What follows belongs to an exercise in optimizing a design on an open flow for a short achievable clock period and few clock cycles; a production flow would make more cautious choices. For this run, only the layout was checked, not whether the RTL still works. Power and IR drop assume default switching activity.

<file path="flow/design.v">
`default_nettype none
package rv_pkg;
  localparam int XLEN = 32;
  localparam int PC_W = 8;      
  typedef logic [XLEN-1:0] word_t;
  typedef logic [4:0]      reg_addr_t;
  typedef logic [PC_W-1:0] pc_t;
  localparam logic [6:0] OPC_OP     = 7'b0110011;
  localparam logic [6:0] OPC_OP_IMM = 7'b0010011;
  localparam logic [6:0] OPC_LOAD   = 7'b0000011;
  localparam logic [6:0] OPC_STORE  = 7'b0100011;
  localparam logic [6:0] OPC_BRANCH = 7'b1100011;
  localparam logic [6:0] OPC_LUI    = 7'b0110111;
endpackage
`default_nettype wire
`timescale 1ns/10ps
`default_nettype none
module rv_alu (
  input  rv_pkg::word_t add_a,
  input  rv_pkg::word_t add_b,
  input  logic          sub,
  input  rv_pkg::word_t slt_a,
  input  rv_pkg::word_t slt_b,
  input  logic          slt_signed,
  input  rv_pkg::word_t log_a,
  input  rv_pkg::word_t log_b,
  input  logic          sel_xor,
  input  logic          sel_or,
  input  logic          sel_and,
  input  logic          sel_b,
  input  rv_pkg::word_t sh_a,
  input  logic [4:0]    sh_b,
  input  logic          sh_left,
  input  logic          arith,      
  output rv_pkg::word_t sum,
  output logic          slt,
  output rv_pkg::word_t log_y,
  output rv_pkg::word_t sh_y
);
  logic [32:0] sr_x;
  logic        slt_eq;
  rv_add i_add (
    .a    (add_a),
    .b    (add_b),
    .sub  (sub),
    .sum  (sum),
    .cout ()
  );
  rv_cmp i_slt (
    .a        (slt_a),
    .b        (slt_b),
    .signed_c (slt_signed),
    .lt       (slt),
    .eq       (slt_eq)
  );
  assign log_y = ({32{sel_xor}} & (log_a ^ log_b))
               | ({32{sel_or}}  & (log_a | log_b))
               | ({32{sel_and}} & (log_a & log_b))
               | ({32{sel_b}}   & log_b);
  assign sr_x  = $unsigned($signed({arith & sh_a[31], sh_a}) >>> sh_b);
  assign sh_y  = sh_left ? (sh_a << sh_b) : sr_x[31:0];
endmodule
module rv_add (
  input  rv_pkg::word_t a,
  input  rv_pkg::word_t b,
  input  logic          sub,
  output rv_pkg::word_t sum,
  output logic          cout
);
  logic [31:0] g [0:5];
  logic [31:0] p [0:5];
  logic [31:0] hp;
  logic [31:0] bx;
  logic        g0;
  assign bx   = b ^ {32{sub}};
  assign hp   = a ^ bx;
  assign g0   = sub ? (a[0] | !b[0]) : (a[0] & b[0]);
  assign g[0] = {a[31:1] & bx[31:1], g0};
  assign p[0] = {hp[31:1], 1'b0};
  for (genvar k = 0; k < 5; k++)
  begin : g_lvl
    for (genvar i = 0; i < 32; i++)
    begin : g_bit
      if (i >= (1 << k))
      begin : g_op
        assign g[k+1][i] = g[k][i] | (p[k][i] & g[k][i - (1 << k)]);
        assign p[k+1][i] = p[k][i] & p[k][i - (1 << k)];
      end
      else
      begin : g_pass
        assign g[k+1][i] = g[k][i];
        assign p[k+1][i] = p[k][i];
      end
    end
  end
  assign sum  = hp ^ {g[5][30:0], sub};
  assign cout = g[5][31];
endmodule
module rv_add_addr (
  input  rv_pkg::word_t a,
  input  rv_pkg::word_t b,
  output rv_pkg::word_t sum
);
  logic [31:0] g [0:5];
  logic [31:0] p [0:5];
  logic [31:0] hp;
  assign hp   = a ^ b;
  assign g[0] = a & b;
  assign p[0] = {hp[31:1], 1'b0};
  for (genvar k = 0; k < 5; k++)
  begin : g_lvl
    for (genvar i = 0; i < 32; i++)
    begin : g_bit
      if (i >= (1 << k))
      begin : g_op
        assign g[k+1][i] = g[k][i] | (p[k][i] & g[k][i - (1 << k)]);
        assign p[k+1][i] = p[k][i] & p[k][i - (1 << k)];
      end
      else
      begin : g_pass
        assign g[k+1][i] = g[k][i];
        assign p[k+1][i] = p[k][i];
      end
    end
  end
  assign sum = hp ^ {g[5][30:0], 1'b0};
endmodule
module rv_cmp (
  input  rv_pkg::word_t a,
  input  rv_pkg::word_t b,
  input  logic          signed_c,
  output logic          lt,
  output logic          eq
);
  logic [31:0] l [0:5];
  logic [31:0] e [0:5];
  rv_pkg::word_t ax;
  assign ax   = {a[31] ^ signed_c, a[30:0]};
  assign l[0] = ~ax & {b[31] ^ signed_c, b[30:0]};
  assign e[0] = ~(a ^ b);
  for (genvar k = 0; k < 5; k++)
  begin : g_lvl
    for (genvar i = 0; i < (32 >> (k + 1)); i++)
    begin : g_node
      assign l[k+1][i] = l[k][2*i+1] | (e[k][2*i+1] & l[k][2*i]);
      assign e[k+1][i] = e[k][2*i+1] & e[k][2*i];
    end
    assign l[k+1][31:(32 >> (k + 1))] = '0;
    assign e[k+1][31:(32 >> (k + 1))] = '0;
  end
  assign lt = l[5][0];
  assign eq = e[5][0];
endmodule
`default_nettype wire
`timescale 1ns/10ps
`default_nettype none
module rv_regfile (
  input  logic              clk,
  input  rv_pkg::reg_addr_t rs1,
  input  rv_pkg::reg_addr_t rs2,
  output rv_pkg::word_t     rs1_data,
  output rv_pkg::word_t     rs2_data,
  input  logic              wr_en,      
  input  rv_pkg::reg_addr_t wr_addr,
  input  rv_pkg::word_t     wr_data
);
  rv_pkg::word_t regs [1:31];
  rv_pkg::word_t rd1;
  rv_pkg::word_t rd2;
  always_ff @(posedge clk)
  begin
    if (wr_en)
      regs[wr_addr] <= wr_data;
  end
  assign rd1 = (rs1 == '0) ? '0 : regs[rs1];
  assign rd2 = (rs2 == '0) ? '0 : regs[rs2];
  assign rs1_data = (wr_en && (wr_addr == rs1)) ? wr_data : rd1;
  assign rs2_data = (wr_en && (wr_addr == rs2)) ? wr_data : rd2;
endmodule
`default_nettype wire
`timescale 1ns/10ps
`default_nettype none
module rv_fetch (
  input  logic          clk,
  input  logic          arst_n,
  input  logic          redirect,      
  input  rv_pkg::pc_t   redirect_pc,
  input  logic          hold,          
  input  logic          halted,        
  input  logic          upd_en,        
  input  rv_pkg::pc_t   upd_pc,
  input  logic          upd_taken,
  input  logic          fz_ok,         
  input  rv_pkg::reg_addr_t fz_rd,     
  input  logic          fz_zero,       
  output rv_pkg::word_t imem_addr,
  input  rv_pkg::word_t imem_data,
  output rv_pkg::pc_t   pc,
  output logic          pred,          
  output rv_pkg::pc_t   target
);
  rv_pkg::pc_t  pc_seq;
  rv_pkg::pc_t  pc_out;       
  logic [255:0] seen;
  logic [255:0] last;
  logic         is_branch;
  logic         same_regs;
  logic [2:0]   f3;
  logic         stat_pred;
  logic         fuse;         
  logic         dyn_seen;     
  logic         dyn_last;
  logic [1:0]   lk_seq;       
  logic [1:0]   lk_alt;
  logic [1:0]   lk_hold;
  logic [255:0] seen_r;
  logic [255:0] last_r;
  rv_pkg::pc_t  pc_pred;      
  rv_pkg::pc_t  pc_nopred;    
  rv_pkg::pc_t  out_pred;
  rv_pkg::pc_t  out_nopred;
  logic [1:0]   dyn_pred;
  logic [1:0]   dyn_nopred;
  assign imem_addr = {22'b0, pc_out, 2'b00};
  assign pc_seq    = pc + 1'b1;
  assign target    = pc + {imem_data[29:25], imem_data[11:9]};
  assign is_branch = (imem_data[6:0] == rv_pkg::OPC_BRANCH);
  assign same_regs = (imem_data[19:15] == imem_data[24:20]);
  assign f3        = imem_data[14:12];
  always_comb
  begin
    if (imem_data[31])
      stat_pred = 1'b1;
    else if (same_regs)
      stat_pred = (f3 == 3'b000) || (f3[2] && f3[0]);
    else
      stat_pred = f3[0];
  end
  assign fuse = fz_ok && (f3[2:1] == 2'b00) &&
                (imem_data[19:15] == fz_rd) && (imem_data[24:20] == 5'd0);
  assign pred = is_branch && (fuse ? (fz_zero ^ f3[0]) : (dyn_seen ? dyn_last : stat_pred));
  assign pc_nopred  = redirect ? redirect_pc : (hold ? pc : pc_seq);
  assign out_nopred = halted ? pc_out : (redirect ? redirect_pc : (hold ? pc_out : pc_seq));
  assign out_pred   = halted ? pc_out : (redirect ? redirect_pc : (hold ? pc_out : target));
  assign pc_pred    = redirect ? redirect_pc : (hold ? pc : target);
  assign dyn_nopred = redirect ? lk_alt : (hold ? lk_hold : lk_seq);
  assign dyn_pred   = redirect ? lk_alt : (hold ? lk_hold : 2'b00);
  assign seen_r  = {seen[0], seen[255:1]};
  assign last_r  = {last[0], last[255:1]};
  assign lk_seq  = {seen_r[pc], last_r[pc]};
  assign lk_alt  = {seen[redirect_pc], last[redirect_pc]};
  assign lk_hold = {seen[pc], last[pc]};
  always_ff @(posedge clk or negedge arst_n)
  begin
    if (!arst_n)
    begin
      pc       <= '0;
      pc_out   <= '0;
      seen     <= '0;
      dyn_seen <= 1'b0;
    end
    else
    begin
      pc       <= pred ? pc_pred : pc_nopred;
      pc_out   <= pred ? out_pred : out_nopred;
      dyn_seen <= pred ? dyn_pred[1] : dyn_nopred[1];
      if (upd_en)
        seen[upd_pc] <= 1'b1;
    end
  end
  always_ff @(posedge clk)
  begin
    dyn_last <= pred ? dyn_pred[0] : dyn_nopred[0];
    if (upd_en)
      last[upd_pc] <= upd_taken;
  end
endmodule
`default_nettype wire
`timescale 1ns/10ps
`default_nettype none
module rv_decode (
  input  rv_pkg::word_t instr,
  output logic          wen,
  output logic          is_load,
  output logic          is_store,
  output logic          is_branch,
  output logic          is_stop,
  output logic          use_imm,
  output logic          alu_rs1,      
  output logic          alu_rs2,      
  output rv_pkg::word_t imm,
  output logic          u_add,        
  output logic          u_log,        
  output logic          u_sh,         
  output logic          u_slt,        
  output logic          sub,
  output logic          slt_signed,
  output logic          sel_xor,
  output logic          sel_or,
  output logic          sel_and,
  output logic          sel_b,
  output logic          sh_left,
  output logic          arith
);
  logic [6:0] opcode;
  logic [2:0] funct3;
  logic       alt;
  logic       is_op;
  logic       is_opimm;
  logic       is_lui;
  logic       alu_fn;     
  assign opcode = instr[6:0];
  assign funct3 = instr[14:12];
  assign alt    = instr[30];
  assign is_op     = (opcode == rv_pkg::OPC_OP);
  assign is_opimm  = (opcode == rv_pkg::OPC_OP_IMM);
  assign is_lui    = (opcode == rv_pkg::OPC_LUI);
  assign is_load   = (opcode == rv_pkg::OPC_LOAD);
  assign is_store  = (opcode == rv_pkg::OPC_STORE);
  assign is_branch = (opcode == rv_pkg::OPC_BRANCH);
  assign is_stop   = (instr == '0);
  assign alu_fn    = is_op || is_opimm;
  assign wen     = (alu_fn || is_load || is_lui) && (instr[11:7] != '0);
  assign use_imm = !is_op;
  assign alu_rs1 = alu_fn || is_load || is_store;
  assign alu_rs2 = is_op;
  always_comb
  begin
    if (is_store)
      imm = {{20{instr[31]}}, instr[31:25], instr[11:7]};
    else if (is_lui)
      imm = {instr[31:12], 12'b0};
    else
      imm = {{20{instr[31]}}, instr[31:20]};
  end
  assign u_add      = alu_fn && (funct3 == 3'b000);
  assign u_slt      = alu_fn && (funct3[2:1] == 2'b01);
  assign u_log      = is_lui || (alu_fn && funct3[2] && (funct3 != 3'b101));
  assign u_sh       = alu_fn && (funct3[1:0] == 2'b01);
  assign sub        = (is_op && (funct3 == 3'b000) && alt) || u_slt;
  assign slt_signed = !funct3[0];
  assign sel_xor    = (funct3 == 3'b100) && !is_lui;
  assign sel_or     = (funct3 == 3'b110) && !is_lui;
  assign sel_and    = (funct3 == 3'b111) && !is_lui;
  assign sel_b      = is_lui;
  assign sh_left    = !funct3[2];
  assign arith      = alt;
endmodule
`default_nettype wire
`timescale 1ns/10ps
`default_nettype none
module rv_opsel (
  input  logic [4:0]    sel,     
  input  rv_pkg::word_t sum,
  input  rv_pkg::word_t oth,
  input  rv_pkg::word_t ld,
  input  rv_pkg::word_t rf,
  input  rv_pkg::word_t imm,
  output rv_pkg::word_t y
);
  assign y = ({32{sel[0]}} & sum)
           | ({32{sel[1]}} & oth)
           | ({32{sel[2]}} & ld)
           | ({32{sel[3]}} & rf)
           | ({32{sel[4]}} & imm);
endmodule
module rv_execute (
  input  rv_pkg::word_t a,
  input  rv_pkg::word_t b,
  input  logic          br_unsigned,   
  output logic          lt,
  output logic          eq
);
  rv_cmp i_cmp (
    .a        (a),
    .b        (b),
    .signed_c (!br_unsigned),
    .lt       (lt),
    .eq       (eq)
  );
endmodule
`default_nettype wire
`timescale 1ns/10ps
`default_nettype none
module rv_memwb (
  input  logic [2:0]    m_kind,     
  input  rv_pkg::word_t m_sum,
  input  rv_pkg::word_t m_oth,
  input  rv_pkg::word_t dmem_rdata,
  output rv_pkg::word_t wb_data
);
  assign wb_data = ({32{m_kind[0]}} & m_sum)
                 | ({32{m_kind[1]}} & m_oth)
                 | ({32{m_kind[2]}} & dmem_rdata);
endmodule
`default_nettype wire
`timescale 1ns/10ps
`default_nettype none
module rv_core (
  input  logic          clk,
  input  logic          arst_n,
  output rv_pkg::word_t imem_addr,
  input  rv_pkg::word_t imem_data,
  output rv_pkg::word_t dmem_addr,
  output rv_pkg::word_t dmem_wdata,
  output logic          dmem_wr_en,
  output logic          dmem_rd_en,
  input  rv_pkg::word_t dmem_rdata,
  output logic          halt
);
  rv_pkg::pc_t       pc;
  logic              f_pred;
  rv_pkg::pc_t       f_target;
  rv_pkg::reg_addr_t rs1;
  rv_pkg::reg_addr_t rs2;
  rv_pkg::reg_addr_t rd;
  rv_pkg::word_t     rs1_data;
  rv_pkg::word_t     rs2_data;
  logic              d_wen, d_load, d_store, d_branch, d_stop, d_use_imm;
  logic              d_alu_rs1, d_alu_rs2;
  logic              stall;
  rv_pkg::word_t     d_imm;
  logic              d_add, d_log, d_sh, d_slt;
  logic              d_sub, d_slt_signed, d_xor, d_or, d_and, d_b, d_sh_left, d_arith;
  logic [2:0]        d_kind;       
  logic [2:0]        hit1;         
  logic [2:0]        hit2;
  logic              rf1;          
  logic              rf2;
  logic              e_valid;
  logic              e_wen, e_load, e_store, e_branch, e_stop;
  rv_pkg::reg_addr_t e_rd;
  logic [2:0]        e_kind;
  logic [2:0]        e_unit;       
  rv_pkg::word_t     e_imm;
  logic              e_sub, e_slt_signed, e_xor, e_or, e_and, e_b, e_sh_left, e_arith;
  logic              e_br_lt, e_br_unsigned, e_br_inv, e_br_flip;
  rv_pkg::pc_t       e_pc;
  rv_pkg::pc_t       e_alt_pc;
  rv_pkg::word_t     e_rs1_data;
  rv_pkg::word_t     e_rs2_data;
  logic              e_addi;       
  rv_pkg::word_t     e_nimm;       
  logic [12:0]       d_nimm;
  logic [4:0]        s_add_a, s_add_b, s_log_a, s_log_b, s_sh_a, s_sh_b, s_cmp_a, s_cmp_b;
  logic [4:0]        s_adr_a, s_slt_a, s_slt_b;
  rv_pkg::word_t     add_a, add_b, log_a, log_b, sh_a, sh_b, cmp_a, cmp_b, adr_a;
  rv_pkg::word_t     x_addr;
  rv_pkg::word_t     slt_a, slt_b;
  rv_pkg::word_t     x_sum, x_log, x_sh, x_oth;
  logic              x_slt;
  logic              x_lt;
  logic              x_eq;
  logic              e_live;       
  logic              r_vb, r_lt, r_eq, r_br_lt, r_br_inv, r_br_flip;
  rv_pkg::pc_t       r_pc;
  rv_pkg::pc_t       r_alt;
  logic              r_cond;
  logic              r_mis;        
  logic              kill;
  logic              m_wen;
  rv_pkg::reg_addr_t m_rd;
  logic [2:0]        m_kind;
  rv_pkg::word_t     m_sum, m_oth;
  rv_pkg::word_t     m_addr;       
  rv_pkg::word_t     m_wdata;
  logic              m_rd_en;
  logic              m_wr_en;
  rv_pkg::word_t     wb_data;
  assign r_cond = r_br_lt ? r_lt : r_eq;
  assign r_mis  = r_vb && (r_cond ^ r_br_flip);
  assign e_live = e_valid && !r_mis;
  assign kill   = r_mis || (e_live && e_stop) || halt;
  rv_fetch i_fetch (
    .clk, .arst_n,
    .redirect    (r_mis),
    .redirect_pc (r_alt),
    .hold        (stall),
    .halted      (halt),
    .upd_en      (r_vb),
    .upd_pc      (r_pc),
    .upd_taken   (r_cond ^ r_br_inv),
    .fz_ok       (e_valid && e_addi && s_add_a[3]),
    .fz_rd       (e_rd),
    .fz_zero     (e_rs1_data == e_nimm),
    .imem_addr, .imem_data,
    .pc,
    .pred        (f_pred),
    .target      (f_target)
  );
  assign rs1 = imem_data[19:15];
  assign rs2 = imem_data[24:20];
  assign rd  = imem_data[11:7];
  rv_decode i_decode (
    .instr      (imem_data),
    .wen        (d_wen),
    .is_load    (d_load),
    .is_store   (d_store),
    .is_branch  (d_branch),
    .is_stop    (d_stop),
    .use_imm    (d_use_imm),
    .alu_rs1    (d_alu_rs1),
    .alu_rs2    (d_alu_rs2),
    .imm        (d_imm),
    .u_add      (d_add),
    .u_log      (d_log),
    .u_sh       (d_sh),
    .u_slt      (d_slt),
    .sub        (d_sub),
    .slt_signed (d_slt_signed),
    .sel_xor    (d_xor),
    .sel_or     (d_or),
    .sel_and    (d_and),
    .sel_b      (d_b),
    .sh_left    (d_sh_left),
    .arith      (d_arith)
  );
  rv_regfile i_regfile (
    .clk, .rs1, .rs2, .rs1_data, .rs2_data,
    .wr_en (m_wen), .wr_addr (m_rd), .wr_data (wb_data)
  );
  assign d_kind = {d_load, d_slt || d_sh || d_log, d_add};
  assign hit1   = (e_valid && e_wen && (e_rd == rs1)) ? e_kind : 3'b0;
  assign hit2   = (e_valid && e_wen && (e_rd == rs2)) ? e_kind : 3'b0;
  assign rf1    = (hit1 == 3'b0);
  assign rf2    = (hit2 == 3'b0);
  assign d_nimm = 13'd0 - {d_imm[11], d_imm[11:0]};
  assign stall  = (hit1[2] && d_alu_rs1) || (hit2[2] && d_alu_rs2);
  always_ff @(posedge clk or negedge arst_n)
  begin
    if (!arst_n)
    begin
      e_valid <= 1'b0;
      halt    <= 1'b0;
      r_vb    <= 1'b0;
    end
    else
    begin
      e_valid <= !kill && !stall;
      if ((e_live && e_stop) ||
          (d_stop && !kill && !(e_live && (e_load || e_store || e_branch))))
        halt <= 1'b1;
      r_vb    <= e_live && e_branch;
    end
  end
  always_ff @(posedge clk)
  begin
    e_wen         <= d_wen;
    e_load        <= d_load;
    e_store       <= d_store;
    e_branch      <= d_branch;
    e_stop        <= d_stop;
    e_rd          <= rd;
    e_kind        <= d_kind;
    e_unit        <= {d_slt, d_sh, d_log};
    e_imm         <= d_imm;
    e_sub         <= d_sub;
    e_slt_signed  <= d_slt_signed;
    e_xor         <= d_xor;
    e_or          <= d_or;
    e_and         <= d_and;
    e_b           <= d_b;
    e_sh_left     <= d_sh_left;
    e_arith       <= d_arith;
    e_br_lt       <= imem_data[14];
    e_br_unsigned <= imem_data[13];
    e_br_inv      <= imem_data[12];
    e_br_flip     <= imem_data[12] ^ f_pred;
    e_pc          <= pc;
    e_alt_pc      <= f_pred ? (pc + 1'b1) : f_target;
    e_rs1_data    <= rs1_data;
    e_addi        <= d_add && d_use_imm && d_wen;
    e_nimm        <= {{19{d_nimm[12]}}, d_nimm};
    e_rs2_data    <= rs2_data;
    s_add_a <= {1'b0, rf1, hit1} & {5{d_add}};
    s_add_b <= (d_use_imm ? 5'b10000 : {1'b0, rf2, hit2}) & {5{d_add}};
    s_slt_a <= {1'b0, rf1, hit1} & {5{d_slt}};
    s_slt_b <= (d_use_imm ? 5'b10000 : {1'b0, rf2, hit2}) & {5{d_slt}};
    s_log_a <= {1'b0, rf1, hit1} & {5{d_log}};
    s_log_b <= (d_use_imm ? 5'b10000 : {1'b0, rf2, hit2}) & {5{d_log}};
    s_sh_a  <= {1'b0, rf1, hit1} & {5{d_sh}};
    s_sh_b  <= (d_use_imm ? 5'b10000 : {1'b0, rf2, hit2}) & {5{d_sh}};
    s_cmp_a <= {1'b0, rf1, hit1} & {5{d_branch}};
    s_cmp_b <= {1'b0, rf2, hit2} & {5{d_branch || d_store}};
    s_adr_a <= {1'b0, rf1, hit1} & {5{d_load || d_store}};
  end
  rv_opsel i_sel_add_a (.sel (s_add_a), .sum (m_sum), .oth (m_oth),
                        .ld ('0), .rf (e_rs1_data), .imm (e_imm), .y (add_a));
  rv_opsel i_sel_add_b (.sel (s_add_b), .sum (m_sum), .oth (m_oth),
                        .ld ('0), .rf (e_rs2_data), .imm (e_imm), .y (add_b));
  rv_opsel i_sel_log_a (.sel (s_log_a), .sum (m_sum), .oth (m_oth),
                        .ld ('0), .rf (e_rs1_data), .imm (e_imm), .y (log_a));
  rv_opsel i_sel_log_b (.sel (s_log_b), .sum (m_sum), .oth (m_oth),
                        .ld ('0), .rf (e_rs2_data), .imm (e_imm), .y (log_b));
  rv_opsel i_sel_sh_a  (.sel (s_sh_a),  .sum (m_sum), .oth (m_oth),
                        .ld ('0), .rf (e_rs1_data), .imm (e_imm), .y (sh_a));
  rv_opsel i_sel_sh_b  (.sel (s_sh_b),  .sum (m_sum), .oth (m_oth),
                        .ld ('0), .rf (e_rs2_data), .imm (e_imm), .y (sh_b));
  rv_opsel i_sel_slt_a (.sel (s_slt_a), .sum (m_sum), .oth (m_oth),
                        .ld ('0), .rf (e_rs1_data), .imm (e_imm), .y (slt_a));
  rv_opsel i_sel_slt_b (.sel (s_slt_b), .sum (m_sum), .oth (m_oth),
                        .ld ('0), .rf (e_rs2_data), .imm (e_imm), .y (slt_b));
  rv_opsel i_sel_adr_a (.sel (s_adr_a), .sum (m_sum), .oth (m_oth),
                        .ld ('0), .rf (e_rs1_data), .imm (e_imm), .y (adr_a));
  rv_opsel i_sel_cmp_a (.sel (s_cmp_a), .sum (m_sum), .oth (m_oth),
                        .ld (dmem_rdata), .rf (e_rs1_data), .imm (e_imm), .y (cmp_a));
  rv_opsel i_sel_cmp_b (.sel (s_cmp_b), .sum (m_sum), .oth (m_oth),
                        .ld (dmem_rdata), .rf (e_rs2_data), .imm (e_imm), .y (cmp_b));
  rv_add_addr i_adr (
    .a    (adr_a),
    .b    (e_imm),
    .sum  (x_addr)
  );
  rv_alu i_alu (
    .add_a, .add_b,
    .sub        (e_sub),
    .slt_a, .slt_b,
    .slt_signed (e_slt_signed),
    .log_a, .log_b,
    .sel_xor    (e_xor),
    .sel_or     (e_or),
    .sel_and    (e_and),
    .sel_b      (e_b),
    .sh_a,
    .sh_b       (sh_b[4:0]),
    .sh_left    (e_sh_left),
    .arith      (e_arith),
    .sum        (x_sum),
    .slt        (x_slt),
    .log_y      (x_log),
    .sh_y       (x_sh)
  );
  rv_execute i_execute (
    .a           (cmp_a),
    .b           (cmp_b),
    .br_unsigned (e_br_unsigned),
    .lt          (x_lt),
    .eq          (x_eq)
  );
  assign x_oth = ({32{e_unit[0]}} & x_log)
               | ({32{e_unit[1]}} & x_sh)
               | {31'b0, e_unit[2] & x_slt};
  always_ff @(posedge clk or negedge arst_n)
  begin
    if (!arst_n)
    begin
      m_wen   <= 1'b0;
      m_rd_en <= 1'b0;
      m_wr_en <= 1'b0;
    end
    else
    begin
      m_wen   <= e_live && e_wen;
      m_rd_en <= e_live && e_load;
      m_wr_en <= e_live && e_store;
    end
  end
  always_ff @(posedge clk)
  begin
    r_alt     <= e_alt_pc;
    r_pc      <= e_pc;
    r_lt      <= x_lt;
    r_eq      <= x_eq;
    r_br_lt   <= e_br_lt;
    r_br_inv  <= e_br_inv;
    r_br_flip <= e_br_flip;
    m_rd   <= e_rd;
    m_kind <= e_kind;
    m_sum  <= x_sum;
    m_oth  <= x_oth;
    m_addr <= x_addr;
    m_wdata <= cmp_b;
  end
  assign dmem_addr  = m_addr;
  assign dmem_wdata = m_wdata;
  assign dmem_rd_en = m_rd_en;
  assign dmem_wr_en = m_wr_en;
  rv_memwb i_memwb (
    .m_kind, .m_sum, .m_oth, .dmem_rdata, .wb_data
  );
endmodule
`default_nettype wire
</file>
<file path="flow/run.sh">
#!/bin/bash
# synth_recipe.tcl (not shown) runs the flow's synth.tcl, then flattens the netlist and writes it again
# the make line also repeats each setting of config.mk as NAME=value (left out here)
make -C /OpenROAD-flow-scripts/flow DESIGN_CONFIG=/design/flow/config.mk WORK_HOME=/design/flow/orfs CLKGATE_MAP_FILE= SYNTH_SCRIPT=/design/flow/synth_recipe.tcl finish
</file>
<file path="flow/config.mk">
export PLATFORM = sky130hd
export DESIGN_NAME = rv_core
export DESIGN_NICKNAME = rv_core
export VERILOG_FILES = /design/flow/design.v
export SDC_FILE = /design/flow/constraint.sdc
export NUM_CORES = 4
export LEC_CHECK = 0
export ABC_CLOCK_PERIOD_IN_PS = 2500
export CAP_MARGIN = 40
export CORE_MARGIN = 2
export CORE_UTILIZATION = 40
export SETUP_SLACK_MARGIN = 5.0
export SLEW_MARGIN = 40
export SYNTH_HIERARCHICAL = 1
export SYNTH_MINIMUM_KEEP_SIZE = 0
export TNS_END_PERCENT = 100
</file>
<file path="flow/constraint.sdc">
create_clock -name core_clock -period 8.0 [get_ports {clk}]
set_input_delay 1.6000 -clock core_clock [delete_from_list [all_inputs] [get_ports {clk}]]
set_output_delay 1.6000 -clock core_clock [all_outputs]
set_load 0.01 [all_outputs]
</file>
==> impl_metrics.yaml <==
routing:
  wirelength_mm: 454
  ant_nets: 0
  wire_per_inst_um: 34.3
  via_per_inst: 6.84
  drc: 0
  first_pass_iters: 13
  drtIter0Drc: 16100
  route.vias.total: 90600
sta:
  fin_crit_sh: 0.432
  grt_setup_unrepaired: "yes"
  slew_violations: 0
  fmax_ghz: 0.289
  slew_headroom: 0.340
  finalHoldViolCount: 0
  setup_viol: 0
  tightest_slew_ps: 991
  tns_ps: 0
  clock_skew_ps: 118
  fin_ws_ps: 4540
  period_needed_ps: 3460
yosys:
  avgSynthCellArea_um2: 12.6
  syn_area_mm2: 0.111
  yosys_warnings: 19
  netlist_instances: 8808
worst_hold_path:
  min_from: "e_alt_pc[1]$_DFF_P_"
  hp-class: "flip-flop to flip-flop"
  min_path_cells: 0
  hold_end: "r_alt[1]$_DFF_P_"
setup_path:
  crit_chain: "clkbuf_4 > xnor2_2 > o2111ai_4 > nor4_4 > o21a_4 > nor2b_4 > o2111ai_1 > or4_1 > a32oi_2 > a2111oi_2"
  worstReg2RegStart: "i_fetch.pc[2]$_DFFE_PN0N_"
  arrival_ps: 4140
  crit_family: "simple AND/OR/NAND/NOR gates"
  crit_slowest_cell: "or4_1"
  cp-start-kind: "input port"
  reg2reg_slack_ps: 4580
  cp_data_required_time_ps: 8680
  r2r_end: "i_fetch.dyn_seen$_DFF_PN0_"
  critical_path_buf_inv_count: 1
  ff2ff_path_depth: 10
  end_kind: "flip-flop"
  critPathMaxFanout: 7
  critPathMaxStageDelay_ps: 580
  crit_type: "input port to flip-flop"
placed_design:
  pre_cts_ws_ps: 2410
  dp.final_hpwl_mm: 281
  port_buffers: 140
  finalWeightedCongestion: 0.988
cts:
  worstSkewPairLatency_ps: 950
  cts_root_buf: "clkbuf_16"
  cts_made_buffers: 215
  ctsHtreeMaxLevel: 4
  cts_tree: "yes"
  cts.sinks: 1885
  path_clk_slew_ps: 60
  cts.path.max_buffers: 4
  cts-hold-fix-buffers: 0
pwr:
  cellPowerDensity_mw_per_mm2: 230
  leakagePower_nw: 45.3
  peakVddDrop_mv: 0.219
die:
  core_area_mm2: 0.276
  initial_core_util: 0.402
  die_y_um: 531
  rows: 193
  dieArea_mm2: 0.282
  die_x_um: 531
  io_pins: 165
grt:
  grt_overflow: 0
  grt_pass1_vias: 87100
  grt_max_degree: 113
  grt_pass1_wl_mm: 637
  track_usage: 0.310
  antenna_found_initial: 20
run:
  cap_violations: 0
finish:
  mostFrequentLayoutCell: "edfxtp_1"
  nets: 9624
  drive_above_1_share: 0.294
  area_delta_synth_final_pct: 18.9
  final_cell_mix: "1248 x edfxtp_1, 786 x mux4_2, 689 x nand2_1"
run_status:
  outcome: "no timing/DRC/antenna violations"
==> area by class of cell <==
class | instances | area (µm²)
diodes | 11 | 27.5
clock inverters | 111 | 1200
repair buffers | 784 | 8570
repair inverters | 4 | 31.3
inverters | 222 | 901
fillers | 24200 | 144000
well taps | 3705 | 4640
multi-input cells | 6239 | 58800
flip-flops and latches | 1885 | 51900
clock buffers | 281 | 5970
==> metrics by stage <==
stage                     instances  hold slack (ps)  power [mW]   util  cell area, µm²
after detailed placement      12500              312        18.8  0.423          117000
after global placement        12500              310        18.7  0.422          117000
final                         13200              324        30.4  0.478          132000
after global routing          13200              329        31.0  0.478          132000
after floorplan                9126              310        15.9      -          113000
after CTS                     13100              325        29.7  0.467          129000
==> registers in the layout, summed over array words and instances (netlist names), 13 cells and up <==
signal,flops
m_wdata,32
m_sum,32
i_regfile.regs,992
i_fetch.seen,256
e_imm,31
e_nimm,13
e_rs1_data,32
i_fetch.last,256
m_addr,32
e_rs2_data,32
m_oth,32
==> metal layers <==
metal  up-vias  wire (µm)  global-route usage  part of all wire
li1      36400          -                   -                 -
met1     45700     165000               0.408              0.36
met2      6916     196000               0.458              0.43
met3      1486      60000              0.0831              0.13
met4        10      33000               0.189             0.073
met5         -         70                   0           0.00015
==> power breakdown <==
part | leakage (nW) | switching, mW | internal [mW]
combinational | 25.8 | 5.69 | 3.31
sequential | 16.0 | 0.575 | 10.6
clock | 3.53 | 4.26 | 5.96
total | 45.3 | 10.5 | 19.9
==> worst max-delay path by stage <==
stage,from,slack (ps),end,cells past startpoint
final,imem_data[18],4540,i_fetch.dyn_seen$_DFF_PN0_,10
after global routing,imem_data[18],4530,i_fetch.dyn_seen$_DFF_PN0_,10
after CTS,i_fetch.pc[2]$_DFFE_PN0N_,4530,i_fetch.dyn_seen$_DFF_PN0_,9
after detailed placement,imem_data[18],2410,i_fetch.dyn_seen$_DFF_PN0_,12
after global placement,imem_data[18],2400,i_fetch.pc_out[0]$_DFFE_PN0P_,9
after floorplan,r_vb$_DFF_PN0_,4130,i_fetch.dyn_last$_DFF_P_,10
==> repair_timing <==
action                      CTS  global route
buffers inserted            183           117
pin swaps                   182           211
gates cloned                 28            21
setup endpoints to repair  1154           516
resized for setup          1072           429

afterwards: timing with drivers on the ports:
The results above use ideal ports. As a check the final layout listed here was re-extracted and re-timed, cells and wires unchanged. Step 1 assumes that a clkbuf_16 drives the clock port and a buf_2 every other input. Step 2 also shifts input and output timing later by t, the mid clock arrival at the registers, as if the neighbouring blocks saw the same clock. Slacks: ideal / step 1 / step 2; pairs: ideal / step 1.
t (ns): 0.973
setup WS [ns]: 4.543 / 4.420 / 3.447
worst setup path after step 2: input to register
worst slew at a driven data input, ns: 0.29
After both steps setup and hold are still met in this run. For this run, drivers alone change the setup slack by -0.123 ns; drivers and shift together by -1.096 ns.
